What follows belongs to an exercise in optimizing a design on an open flow for small area; a production flow would make more cautious choices. In this exercise RTL edits were held to simulation tests only and were not proved equivalent to the original. Power is estimated from default activity; no workload was simulated.

Setup of job 7181:
## pipeTop
module pipeTop
(
	input  logic        CLK,
	input  logic        RSTB,
	input  logic        PSEL,
	input  logic        PENABLE,
	input  logic        PWRITE,
	input  logic [11:0] PADDR,
	input  logic [31:0] PWDATA,
	output logic [31:0] PRDATA,
	output logic        PREADY,
	output logic        PSLVERR
);
==> flow/config.mk <==
export PLATFORM = sky130hd
export DESIGN_NAME = pipeTop
export DESIGN_NICKNAME = pipeTop
export VERILOG_FILES = /design/flow/design.v
export SDC_FILE = /design/flow/constraint.sdc
export NUM_CORES = 4
export LEC_CHECK = 0
export ABC_AREA = 1
export CAP_MARGIN = 20
export CORE_MARGIN = 2
export CORE_UTILIZATION = 40
export CTS_BUF_LIST = sky130_fd_sc_hd__clkbuf_8
export CTS_CLUSTER_DIAMETER = 60
export CTS_CLUSTER_SIZE = 20
export SLEW_MARGIN = 20
==> flow/constraint.sdc <==
create_clock -name core_clock -period 5.0 [get_ports {CLK}]
set_input_delay 1.0000 -clock core_clock [delete_from_list [all_inputs] [get_ports {CLK}]]
set_output_delay 1.0000 -clock core_clock [all_outputs]
set_load 0.01 [all_outputs]
standard.sh (not shown) runs the stock make flow with config.mk's settings and CLKGATE_MAP_FILE= SYNTH_SCRIPT=/design/flow/synth_recipe.tcl, a recipe that flattens the netlist after the stock synthesis.
==> flow/flow/run.sh <==
#!/bin/bash
set -euo pipefail
export CTS_ARGS="-sink_clustering_enable -repair_clock_nets -dont_use_dummy_load -buf_list sky130_fd_sc_hd__clkbuf_8 -sink_clustering_size 20 -sink_clustering_max_diameter 60"
export BUFFER_PORTS_ARGS="-buffer_cell sky130_fd_sc_hd__buf_1"
bash standard.sh > standard_flow.log 2>&1
Job 7181 has completed all stages; timing, DRC and antenna checks passed.
Changes in job 7704 relative to job 7181:
Settings: PLACE_DENSITY: unset -> 0.75; CTS_CLUSTER_SIZE: 20 -> unset; CTS_CLUSTER_DIAMETER: 60 -> unset; CORE_UTILIZATION: 40 -> 65; CTS_BUF_LIST: sky130_fd_sc_hd__clkbuf_8 -> unset.
==> flow/flow/run.sh <==
#!/bin/bash
set -euo pipefail
export CTS_ARGS="-sink_clustering_enable -repair_clock_nets -dont_use_dummy_load -buf_list sky130_fd_sc_hd__clkbuf_8 -sink_clustering_size 22 -sink_clustering_max_diameter 50"
export BUFFER_PORTS_ARGS="-buffer_cell sky130_fd_sc_hd__buf_1"
bash standard.sh > standard_flow.log 2>&1
Results
Compared with job 7181, in job 7704 register fraction of the total cell area went up 1.3 points; number of placement rows went down 19; maximum frequency went up 3.0%; portion of the layout cell area used by non-clock buffers held; total number of tap cells went down 254. Job 7704 against job 7181: placed wire-length estimate after detailed placement higher, share of total power in the clock network lower, length of routed met3 wiring lower, share of the final layout cell area in multi-input gates higher.
> inputs changed (job 7704 -> job 1009)
Settings: setting CTS_BUF_LIST to sky130_fd_sc_hd__clkbuf_8 for the first time; changing CORE_UTILIZATION from 65 to 40; setting CTS_CLUSTER_DIAMETER to 60 for the first time; setting CTS_CLUSTER_SIZE to 20 for the first time; removing PLACE_DENSITY (formerly 0.75).
==> flow/run.sh (new file) <==
#!/bin/bash
# synth_recipe.tcl (not shown) runs the flow's synth.tcl, then flattens the netlist and writes it again
# the make line also repeats each setting of config.mk as NAME=value (left out here)
make -C /OpenROAD-flow-scripts/flow DESIGN_CONFIG=/design/flow/config.mk WORK_HOME=/design/flow/orfs CLKGATE_MAP_FILE= SYNTH_SCRIPT=/design/flow/synth_recipe.tcl finish
removed: flow/flow/run.sh
removed: flow/standard.sh
[summary]
Job 1009 finished every step from synthesis to the final layout, and the layout passed the timing, design-rule and antenna checks. Going from job 7704 to job 1009, wire length went up, effective utilization at floorplan went down. Against job 7704, job 1009 comes in 870 um^2 higher on design area. In the flow results for job 1009 and job 7704, the final cell count is larger on job 1009. Hold slack delta (job 1009 − job 7704): favourable. Cmp job 1009 and job 7704 / total of clock buffers placed in the layout / higher: job 1009. The lower data arrival time of the critical path of job 1009 and job 7704 is in job 1009. Job 1009 has shortest clock period the worst path allows after layout above what job 7704 had. Compared with job 7704, in job 1009 power density relative to cell area comparable; portion of total power attributed to combinational logic went up 0.2 points.
#### Input delta (job 706 over job 1009)
Settings: CTS_BUF_LIST no longer set, was sky130_fd_sc_hd__clkbuf_8; CTS_CLUSTER_SIZE no longer set, was 20; CTS_CLUSTER_DIAMETER no longer set, was 60.
==> flow/flow/run.sh (new file) <==
#!/bin/bash
set -euo pipefail
export CTS_ARGS="-sink_clustering_enable -repair_clock_nets -dont_use_dummy_load -buf_list sky130_fd_sc_hd__clkbuf_4 -sink_clustering_size 12 -sink_clustering_max_diameter 40"
export BUFFER_PORTS_ARGS="-buffer_cell sky130_fd_sc_hd__buf_1"
bash standard.sh > standard_flow.log 2>&1
==> flow/standard.sh (new file) <==
#!/bin/bash
# synth_recipe.tcl (not shown) runs the flow's synth.tcl, then flattens the netlist and writes it again
# the make line also repeats each setting of config.mk as NAME=value (left out here)
make -C /OpenROAD-flow-scripts/flow DESIGN_CONFIG=/design/flow/config.mk WORK_HOME=/design/flow/orfs CLKGATE_MAP_FILE= SYNTH_SCRIPT=/design/flow/synth_recipe.tcl "${@:-finish}"
removed: flow/run.sh
- Relative slew slack for job 706: 1.7 points up relative to job 1009
- Share of the clock period used by the worst path after layout ended up 4.5 points lower on job 706 than on job 1009.
- Diff job 1009 and job 706: count of clock-net buffers in the final layout higher in job 706
- Relative to job 1009, proportion of power drawn by the clock network has decreased by 2.0 points in job 706.
- Sequential fraction of total cell area (job 706 over job 1009): increase, 1.8 points
- Compared with job 1009, job 706 shows a lower net switching component of the power.
- Compared with job 1009, in job 706 core area level, worst-case hold slack went down by 0.14 ns, detailed-routing wirelength on met1 dropped 0.71%.

-- separate check: timing with driven ports --
The flow's constraints put no driver on any port. The routed layouts listed below were extracted and timed again, unchanged, in two steps. Step 1 (the two cells are an assumption about what drives the block):
set clk [get_ports {CLK}]
set_driving_cell -lib_cell sky130_fd_sc_hd__clkbuf_16 $clk
set_driving_cell -lib_cell sky130_fd_sc_hd__buf_2 [delete_from_list [all_inputs] $clk]
Step 2 adds t to the input delays and takes it off the output delays; t is the mean of the earliest and latest rising clock arrival at the registers after step 1. Input paths then give back, and output paths get back, about the clock's delay inside the block. Slacks: ideal ports / drivers / drivers and shift; pairs: ideal ports / drivers.
| run | t, ns | setup slack, ns | hold WS [ns] | worst register clock-pin slew, ns | worst slew at a driven data input, ns |
|---|---|---|---|---|---|
| job 7181 | 0.683 | 1.092 / 1.044 / 0.952 | 0.232 / 0.232 / 0.232 | 0.11 / 0.11 | 0.10 |
| job 7704 | 0.621 | 1.204 / 1.204 / 0.903 | 0.279 / 0.279 / 0.279 | 0.12 / 0.12 | 0.06 |
| job 1009 | 0.704 | 0.673 / 0.627 / 0.489 | 0.289 / 0.289 / 0.289 | 0.11 / 0.11 | 0.09 |
| job 706 | 0.819 | 0.899 / 0.851 / 0.918 | 0.148 / 0.190 / 0.236 | 0.12 / 0.12 | 0.09 |
After both steps every run listed still meets setup and hold. The setup slack of job 7704, which loses most, moves by 0.000 ns with the drivers and by -0.301 ns with both steps.
